This is an optimization exercise on Yosys and OpenROAD, whose aim is small area, not a production implementation. At most, simulation tests tie the RTL to the original design; equivalence was not proved. Power figures rest on the tool's default switching activity, not on a simulated workload.

==> flow/design.v <==
package dma_pkg;
	typedef logic [31:0] addr_t;
	typedef logic [31:0] data_t;
	typedef logic [2:0] beat_t;
	typedef logic [3:0] burst_len_t;
	typedef enum logic [1:0] {
		IDLE  = 2'd0,  
		READ  = 2'd1,  
		WRITE = 2'd2,  
		DONE  = 2'd3   
	} dma_state_e;
endpackage
`timescale 1ns/1ps
module dma_top (
	input  logic                 clk,
	input  logic                 rst,
	input  logic                 cfg_en,
	input  dma_pkg::addr_t       cfg_addr,
	input  dma_pkg::data_t       cfg_data,
	input  dma_pkg::data_t       mem_rdata,
	input  logic                 mem_rvalid,
	input  logic                 mem_wvalid,
	output dma_pkg::addr_t       mem_addr,
	output logic [3:0]           mem_bweb,
	output dma_pkg::data_t       mem_wdata,
	output dma_pkg::burst_len_t  mem_burst_len,
	output logic                 mem_ceb,
	output logic                 mem_web,
	output logic                 irq
);
	logic        enable;
	logic [31:2] src;
	logic [31:2] dst;
	logic [31:0] lenr;       
	logic [31:0] off;        
	logic        st_rd, st_wr, st_done;  
	logic        pw;         
	logic [1:0]  cnt;        
	logic [1:0]  bl;         
	logic [31:0] mem [4];
	logic idle;
	assign idle = !(st_rd || st_wr || st_done);
	logic wr_ok;
	assign wr_ok = cfg_en && !(st_rd || st_wr);
	logic src_v, dst_v;
	always_ff @(posedge clk or posedge rst) begin
		if (rst) begin
			enable <= 1'b0;
			src_v  <= 1'b0;
			dst_v  <= 1'b0;
		end else if (wr_ok) begin
			if (cfg_addr == 32'h10020100)  enable <= cfg_data[0];
			if (cfg_addr == 32'h10020200) src_v  <= 1'b1;
			if (cfg_addr == 32'h10020300) dst_v  <= 1'b1;
		end
	end
	logic [31:2] src_q, dst_q;
	always_ff @(posedge clk) begin
		if (wr_ok && cfg_addr == 32'h10020200) src_q <= cfg_data[31:2];
		if (wr_ok && cfg_addr == 32'h10020300) dst_q <= cfg_data[31:2];
	end
	assign src = src_q & {30{src_v}};
	assign dst = dst_q & {30{dst_v}};
	logic [10:0] rd_lo, wr_lo;
	assign rd_lo = {1'b0, src[11:2]} + {1'b0, off[9:0]};
	assign wr_lo = {1'b0, dst[11:2]} + {1'b0, off[9:0]};
	logic [1:0] c_rem, c_rd, c_wr, c_min;
	assign c_rem = (lenr[31:2] != '0) ? 2'd3 : 2'(lenr[1:0] - 2'd1);
	assign c_rd  = (&rd_lo[9:2]) ? ~rd_lo[1:0] : 2'd3;
	assign c_wr  = (&wr_lo[9:2]) ? ~wr_lo[1:0] : 2'd3;
	assign c_min = (c_rd < c_rem) ? c_rd : c_rem;
	logic [2:0]  n;
	logic [31:0] off_nxt;
	logic        last_beat, rd_beat, wr_beat, adv, fin;
	assign n         = {1'b0, bl} + 3'd1;
	assign off_nxt   = off + 32'(adv ? n : 3'd0);  
	assign last_beat = (cnt == bl);
	assign rd_beat   = st_rd && !pw && mem_rvalid;
	assign wr_beat   = st_wr && mem_wvalid;
	assign adv       = wr_beat && last_beat;
	assign fin       = (lenr == 32'(n));
	always_ff @(posedge clk or posedge rst) begin
		if (rst) begin
			st_rd   <= 1'b0;
			st_wr   <= 1'b0;
			st_done <= 1'b0;
			cnt     <= 2'd0;
		end else begin
			if (rd_beat || wr_beat) cnt <= cnt + 2'd1 & {2{!last_beat}};
			if (idle && enable) st_rd <= 1'b1;
			else if (rd_beat && last_beat) st_rd <= 1'b0;
			else if (adv && !fin) st_rd <= 1'b1;
			if (rd_beat && last_beat) st_wr <= 1'b1;
			else if (adv) st_wr <= 1'b0;
			if (adv && fin) st_done <= 1'b1;
			else if (!enable) st_done <= 1'b0;
		end
	end
	always_ff @(posedge clk) begin
		pw <= st_wr;
		rd_c <= rd_lo[10];
		wr_c <= wr_lo[10];
		bl <= (c_wr < c_min) ? c_wr : c_min;
		off <= idle ? '0 : off_nxt;
		if (wr_ok && cfg_addr == 32'h10020400) lenr <= cfg_data;
		else lenr <= (adv && fin) ? off_nxt : lenr - 32'(adv ? n : 3'd0);
		if (rd_beat) mem[cnt] <= mem_rdata;
	end
	logic [1:0] sel;
	assign sel = cnt + {1'b0, mem_wvalid};
	logic rd_c, wr_c;
	logic [31:12] hi;
	assign hi = (st_wr ? dst[31:12] : src[31:12]) + off[29:10] + 20'(st_wr ? wr_c : rd_c);
	assign mem_wdata     = mem[sel];
	assign mem_ceb       = !((st_rd && !pw) || st_wr);
	assign mem_web       = !st_wr;
	assign mem_bweb      = {4{!st_wr}};
	assign mem_addr      = {hi, st_wr ? wr_lo[9:0] : rd_lo[9:0], 2'b00};
	assign mem_burst_len = {2'b00, bl};
	assign irq           = st_done;
endmodule
clock: 7.0 ns
lec_check: 0
cap_margin: 20
core_margin: 2
core_utilization: 70
slew_margin: 20
standard.sh (not shown) runs the stock make flow with config.mk's settings and CLKGATE_MAP_FILE= SYNTH_SCRIPT=/design/flow/synth_recipe.tcl, a recipe that flattens the netlist after the stock synthesis.
==> flow/flow/run.sh <==
#!/bin/bash
# Standard layout with these changes:
# - synthesis maps logic with flow/abc_map.script (area-recovering ABC mapping,
#   no ABC buffering or upsizing) in place of ORFS's abc_speed.script; the rest of
#   synthesis (and so every register) is unchanged;
# - port buffers use the smallest buffer cell;
# - clock tree synthesis uses larger sink clusters and no dummy loads.
# make's full output goes to make_finish.log.
set -euo pipefail
rm -rf scripts_abc
cp -r "$FLOW_HOME/scripts" scripts_abc
cp flow/abc_map.script scripts_abc/abc_speed.script
bash standard.sh \
	"SCRIPTS_DIR=$PWD/scripts_abc" \
	"BUFFER_PORTS_ARGS=-buffer_cell sky130_fd_sc_hd__buf_1" \
	"CTS_ARGS=-sink_clustering_enable -repair_clock_nets -dont_use_dummy_load -sink_clustering_size 20 -sink_clustering_max_diameter 60 -buf_list {sky130_fd_sc_hd__clkbuf_8}" \
	finish > make_finish.log 2>&1
==> flow/flow/abc_map.script <==
&get -n
&st
&dch
&nf -R 1000 -p -F 8 -A 4 -a
&st
&syn2
&if -g -K 6
&synch2
&nf -R 1000 -p -F 8 -A 4 -a
&st
&syn2
&if -g -K 6
&synch2
&nf -R 1000 -p -F 8 -A 4 -a
&st
&syn2
&if -g -K 6
&synch2
&nf -R 1000 -p -F 8 -A 4 -a
&st
&syn2
&if -g -K 6
&synch2
&nf -R 1000 -p -F 8 -A 4 -a
&st
&syn2
&if -g -K 6
&synch2
&nf -R 1000 -p -F 8 -A 4 -a
&put
topo
stime -c
==> next run, changes <==
--- a/flow/design.v
+++ b/flow/design.v
@@ -32,15 +32,18 @@
 	logic [31:2] src;
 	logic [31:2] dst;
 	logic [31:0] lenr;       
 	logic [31:0] off;        
-	logic        st_rd, st_wr, st_done;  
+	logic [1:0]  state;      
 	logic        pw;         
 	logic [1:0]  cnt;        
 	logic [1:0]  bl;         
 	logic [31:0] mem [4];
-	logic idle;
-	assign idle = !(st_rd || st_wr || st_done);
+	logic idle, st_rd, st_wr, st_done;
+	assign idle    = (state == 2'd0);
+	assign st_rd   = (state == 2'd1);
+	assign st_wr   = (state == 2'd2);
+	assign st_done = (state == 2'd3);
 	logic wr_ok;
 	assign wr_ok = cfg_en && !(st_rd || st_wr);
 	logic src_v, dst_v;
 	always_ff @(posedge clk or posedge rst) begin
@@ -80,21 +83,18 @@
 	assign adv       = wr_beat && last_beat;
 	assign fin       = (lenr == 32'(n));
 	always_ff @(posedge clk or posedge rst) begin
 		if (rst) begin
-			st_rd   <= 1'b0;
-			st_wr   <= 1'b0;
-			st_done <= 1'b0;
-			cnt     <= 2'd0;
+			state <= 2'd0;
+			cnt   <= 2'd0;
 		end else begin
 			if (rd_beat || wr_beat) cnt <= cnt + 2'd1 & {2{!last_beat}};
-			if (idle && enable) st_rd <= 1'b1;
-			else if (rd_beat && last_beat) st_rd <= 1'b0;
-			else if (adv && !fin) st_rd <= 1'b1;
-			if (rd_beat && last_beat) st_wr <= 1'b1;
-			else if (adv) st_wr <= 1'b0;
-			if (adv && fin) st_done <= 1'b1;
-			else if (!enable) st_done <= 1'b0;
+			case (state)
+				2'd0: if (enable) state <= 2'd1;
+				2'd1: if (rd_beat && last_beat) state <= 2'd2;
+				2'd2: if (adv) state <= fin ? 2'd3 : 2'd1;
+				default: if (!enable) state <= 2'd0;
+			endcase
 		end
 	end
 	always_ff @(posedge clk) begin
 		pw <= st_wr;
Result: The new run finished with timing, DRC and antenna clean. Final area rose by 0.33%. Die area rose by 0.37%. Setup slack improved by 0.077 ns. Power fell by 1.6%. Worst hold slack improved by 0.029 ns. Fmax rose by 1.2%. Global-route usage fell by 0.60 points. Wire length fell by 0.60%. Sequential cell count fell by 1. Clock power hardly moves. Count of clock-buffer cells in the layout is unchanged. Combinational power fell by about 4%.

---

dma_top, a different RTL version from the one above (not shown whole).
Size: about 1100 cells after synthesis, about 270 flip-flops, roughly 180 I/O pins, about 12000 um2 of cells after synthesis.
==> module dma_top, before the edit <==
module dma_top (
	input  logic                 clk,
	input  logic                 rst,
	input  logic                 cfg_en,
	input  dma_pkg::addr_t       cfg_addr,
	input  dma_pkg::data_t       cfg_data,
	input  dma_pkg::data_t       mem_rdata,
	input  logic                 mem_rvalid,
	input  logic                 mem_wvalid,
	output dma_pkg::addr_t       mem_addr,
	output logic [3:0]           mem_bweb,
	output dma_pkg::data_t       mem_wdata,
	output dma_pkg::burst_len_t  mem_burst_len,
	output logic                 mem_ceb,
	output logic                 mem_web,
	output logic                 irq
);
	logic        enable;
	logic [31:2] src;
	logic [31:2] dst;
	logic [31:0] lenr;       
	logic [31:0] off;        
	logic        st_rd, st_wr, st_done;  
	logic        pw;         
	logic [3:0]  cnt;        
	logic [1:0]  bl;         
	logic [31:0] mem [4];
	logic idle;
	assign idle = !(st_rd || st_wr || st_done);
	logic wr_ok;
	assign wr_ok = cfg_en && !(st_rd || st_wr);
	logic src_v, dst_v;
	always_ff @(posedge clk or posedge rst) begin
		if (rst) begin
			enable <= 1'b0;
			src_v  <= 1'b0;
			dst_v  <= 1'b0;
		end else if (wr_ok) begin
			if (cfg_addr == 32'h10020100)  enable <= cfg_data[0];
			if (cfg_addr == 32'h10020200) src_v  <= 1'b1;
			if (cfg_addr == 32'h10020300) dst_v  <= 1'b1;
		end
	end
	logic [31:2] src_q, dst_q;
	always_ff @(posedge clk) begin
		if (wr_ok && cfg_addr == 32'h10020200) src_q <= cfg_data[31:2];
		if (wr_ok && cfg_addr == 32'h10020300) dst_q <= cfg_data[31:2];
	end
	assign src = src_q & {30{src_v}};
	assign dst = dst_q & {30{dst_v}};
	logic [10:0] rd_lo, wr_lo;
	assign rd_lo = {1'b0, src[11:2]} + {1'b0, off[9:0]};
	assign wr_lo = {1'b0, dst[11:2]} + {1'b0, off[9:0]};
	logic [1:0] c_rem, c_rd, c_wr, c_min;
	assign c_rem = (lenr[31:2] != '0) ? 2'd3 : 2'(lenr[1:0] - 2'd1);
	assign c_rd  = (&rd_lo[9:2]) ? ~rd_lo[1:0] : 2'd3;
	assign c_wr  = (&wr_lo[9:2]) ? ~wr_lo[1:0] : 2'd3;
	assign c_min = (c_rd < c_rem) ? c_rd : c_rem;
	logic [2:0]  n;
	logic [31:0] off_nxt;
	logic        last_beat, rd_beat, wr_beat, adv, fin;
	assign n         = {1'b0, bl} + 3'd1;
	assign off_nxt   = off + 32'(adv ? n : 3'd0);  
	assign last_beat = cnt[bl];
	assign rd_beat   = st_rd && !pw && mem_rvalid;
	assign wr_beat   = st_wr && mem_wvalid;
	assign adv       = wr_beat && last_beat;
	assign fin       = (lenr == 32'(n));
	always_ff @(posedge clk or posedge rst) begin
		if (rst) begin
			st_rd   <= 1'b0;
			st_wr   <= 1'b0;
			st_done <= 1'b0;
			cnt     <= 4'b0001;
		end else begin
			if (rd_beat || wr_beat) cnt <= last_beat ? 4'b0001 : {cnt[2:0], 1'b0};
			if (idle && enable) st_rd <= 1'b1;
			else if (rd_beat && last_beat) st_rd <= 1'b0;
			else if (adv && !fin) st_rd <= 1'b1;
			if (rd_beat && last_beat) st_wr <= 1'b1;
			else if (adv) st_wr <= 1'b0;
			if (adv && fin) st_done <= 1'b1;
			else if (!enable) st_done <= 1'b0;
		end
	end
	always_ff @(posedge clk) begin
		pw <= st_wr;
		rd_c <= rd_lo[10];
		wr_c <= wr_lo[10];
		bl <= (c_wr < c_min) ? c_wr : c_min;
		off <= idle ? '0 : off_nxt;
		if (wr_ok && cfg_addr == 32'h10020400) lenr <= cfg_data;
		else lenr <= (adv && fin) ? off_nxt : lenr - 32'(adv ? n : 3'd0);
		for (int k = 0; k < 4; k++) if (rd_beat && cnt[k]) mem[k] <= mem_rdata;
	end
	logic [3:0] sel;
	assign sel = mem_wvalid ? {cnt[2:0], cnt[3]} : cnt;
	always_comb begin
		mem_wdata = '0;
		for (int k = 0; k < 4; k++) mem_wdata = mem_wdata | (mem[k] & {32{sel[k]}});
	end
	logic rd_c, wr_c;
	logic [31:12] hi;
	assign hi = (st_wr ? dst[31:12] : src[31:12]) + off[29:10] + 20'(st_wr ? wr_c : rd_c);
	assign mem_ceb       = !((st_rd && !pw) || st_wr);
	assign mem_web       = !st_wr;
	assign mem_bweb      = {4{!st_wr}};
	assign mem_addr      = {hi, st_wr ? wr_lo[9:0] : rd_lo[9:0], 2'b00};
	assign mem_burst_len = {2'b00, bl};
	assign irq           = st_done;
endmodule
clock: 7.0 ns
lec_check: 0
cap_margin: 20
core_margin: 2
core_utilization: 65
slew_margin: 20
==> flow/flow/run.sh <==
#!/bin/bash
# Standard layout with these changes:
# - synthesis maps logic with flow/abc_map.script (area-recovering ABC mapping,
#   no ABC buffering or upsizing) in place of ORFS's abc_speed.script; the rest of
#   synthesis (and so every register) is unchanged;
# - port buffers use the smallest buffer cell;
# - clock tree synthesis uses larger sink clusters and no dummy loads.
# make's full output goes to make_finish.log.
set -euo pipefail
rm -rf scripts_abc
cp -r "$FLOW_HOME/scripts" scripts_abc
cp flow/abc_map.script scripts_abc/abc_speed.script
bash standard.sh \
	"SCRIPTS_DIR=$PWD/scripts_abc" \
	"BUFFER_PORTS_ARGS=-buffer_cell sky130_fd_sc_hd__buf_1" \
	"CTS_ARGS=-sink_clustering_enable -repair_clock_nets -dont_use_dummy_load -sink_clustering_size 30 -sink_clustering_max_diameter 80 -buf_list {sky130_fd_sc_hd__clkbuf_16}" \
	finish > make_finish.log 2>&1
Scripts as last shown in full above: flow/flow/abc_map.script
Next try:
--- a/flow/design.v
+++ b/flow/design.v
@@ -30,19 +30,22 @@
 );
 	logic        enable;
 	logic [31:2] src;
 	logic [31:2] dst;
 	logic [31:0] lenr;       
 	logic [31:0] off;        
-	logic        st_rd, st_wr, st_done;  
+	logic [1:0]  state;      
 	logic        pw;         
-	logic [3:0]  cnt;        
+	logic [1:0]  cnt;        
 	logic [1:0]  bl;         
 	logic [31:0] mem [4];
-	logic idle;
-	assign idle = !(st_rd || st_wr || st_done);
+	logic idle, st_rd, st_wr, st_done;
+	assign idle    = (state == 2'd0);
+	assign st_rd   = (state == 2'd1);
+	assign st_wr   = (state == 2'd2);
+	assign st_done = (state == 2'd3);
 	logic wr_ok;
 	assign wr_ok = cfg_en && !(st_rd || st_wr);
 	logic src_v, dst_v;
 	always_ff @(posedge clk or posedge rst) begin
 		if (rst) begin
 			enable <= 1'b0;
@@ -71,53 +74,47 @@
 	assign c_min = (c_rd < c_rem) ? c_rd : c_rem;
 	logic [2:0]  n;
 	logic [31:0] off_nxt;
 	logic        last_beat, rd_beat, wr_beat, adv, fin;
 	assign n         = {1'b0, bl} + 3'd1;
 	assign off_nxt   = off + 32'(adv ? n : 3'd0);  
-	assign last_beat = cnt[bl];
+	assign last_beat = (cnt == bl);
 	assign rd_beat   = st_rd && !pw && mem_rvalid;
 	assign wr_beat   = st_wr && mem_wvalid;
 	assign adv       = wr_beat && last_beat;
 	assign fin       = (lenr == 32'(n));
 	always_ff @(posedge clk or posedge rst) begin
 		if (rst) begin
-			st_rd   <= 1'b0;
-			st_wr   <= 1'b0;
-			st_done <= 1'b0;
-			cnt     <= 4'b0001;
+			state <= 2'd0;
+			cnt   <= 2'd0;
 		end else begin
-			if (rd_beat || wr_beat) cnt <= last_beat ? 4'b0001 : {cnt[2:0], 1'b0};
-			if (idle && enable) st_rd <= 1'b1;
-			else if (rd_beat && last_beat) st_rd <= 1'b0;
-			else if (adv && !fin) st_rd <= 1'b1;
-			if (rd_beat && last_beat) st_wr <= 1'b1;
-			else if (adv) st_wr <= 1'b0;
-			if (adv && fin) st_done <= 1'b1;
-			else if (!enable) st_done <= 1'b0;
+			if (rd_beat || wr_beat) cnt <= cnt + 2'd1 & {2{!last_beat}};
+			case (state)
+				2'd0: if (enable) state <= 2'd1;
+				2'd1: if (rd_beat && last_beat) state <= 2'd2;
+				2'd2: if (adv) state <= fin ? 2'd3 : 2'd1;
+				default: if (!enable) state <= 2'd0;
+			endcase
 		end
 	end
 	always_ff @(posedge clk) begin
 		pw <= st_wr;
 		rd_c <= rd_lo[10];
 		wr_c <= wr_lo[10];
 		bl <= (c_wr < c_min) ? c_wr : c_min;
 		off <= idle ? '0 : off_nxt;
 		if (wr_ok && cfg_addr == 32'h10020400) lenr <= cfg_data;
 		else lenr <= (adv && fin) ? off_nxt : lenr - 32'(adv ? n : 3'd0);
-		for (int k = 0; k < 4; k++) if (rd_beat && cnt[k]) mem[k] <= mem_rdata;
+		if (rd_beat) mem[cnt] <= mem_rdata;
 	end
-	logic [3:0] sel;
-	assign sel = mem_wvalid ? {cnt[2:0], cnt[3]} : cnt;
-	always_comb begin
-		mem_wdata = '0;
-		for (int k = 0; k < 4; k++) mem_wdata = mem_wdata | (mem[k] & {32{sel[k]}});
-	end
+	logic [1:0] sel;
+	assign sel = cnt + {1'b0, mem_wvalid};
 	logic rd_c, wr_c;
 	logic [31:12] hi;
 	assign hi = (st_wr ? dst[31:12] : src[31:12]) + off[29:10] + 20'(st_wr ? wr_c : rd_c);
+	assign mem_wdata     = mem[sel];
 	assign mem_ceb       = !((st_rd && !pw) || st_wr);
 	assign mem_web       = !st_wr;
 	assign mem_bweb      = {4{!st_wr}};
 	assign mem_addr      = {hi, st_wr ? wr_lo[9:0] : rd_lo[9:0], 2'b00};
 	assign mem_burst_len = {2'b00, bl};
 	assign irq           = st_done;
The changed run passed the timing, design-rule and antenna checks; worst setup slack got worse by 0.14 ns; routed wire length came out lower by about 2.8%; design area came out higher by 0.56%; worst hold slack improved by 0.0083 ns; die area came out higher by about 0.8%; clock-buffer cell count does not change; maximum frequency came out lower by about 2.2%; combinational power came out higher to 25 times its value; sequential share of layout area came out lower by 0.85 points; final cell count came out lower by 4.8%.
For the first run of this note, only the layout was checked, not whether the RTL still works.

==> what the ideal ports hide <==
The flow's constraints put no driver on any port. The routed layouts listed below were extracted and timed again, unchanged, in two steps.
Step 1 assumes that a clkbuf_16 drives the clock port and a buf_2 every other input.
Step 2, shift: input delay + t, output delay - t, t = (earliest + latest rising clock arrival at the registers) / 2. This alone moves slack from input paths to output paths.
Slacks: ideal / step 1 / step 2; pairs: ideal / step 1.
run	t, ns	setup WS [ns]	worst register clock-pin slew, ns	worst data-port slew with drivers (ns)
the first run of note 1	0.548	0.467 / 0.429 / 0.978	0.11 / 0.11	0.07
the second run of note 1	0.546	0.544 / 0.503 / 1.049	0.12 / 0.12	0.08
the first run of note 2	0.514	0.559 / 0.516 / 1.031	0.11 / 0.11	0.07
the second run of note 2	0.513	0.414 / 0.371 / 0.884	0.11 / 0.11	0.08
After both steps every run listed still meets setup and hold.
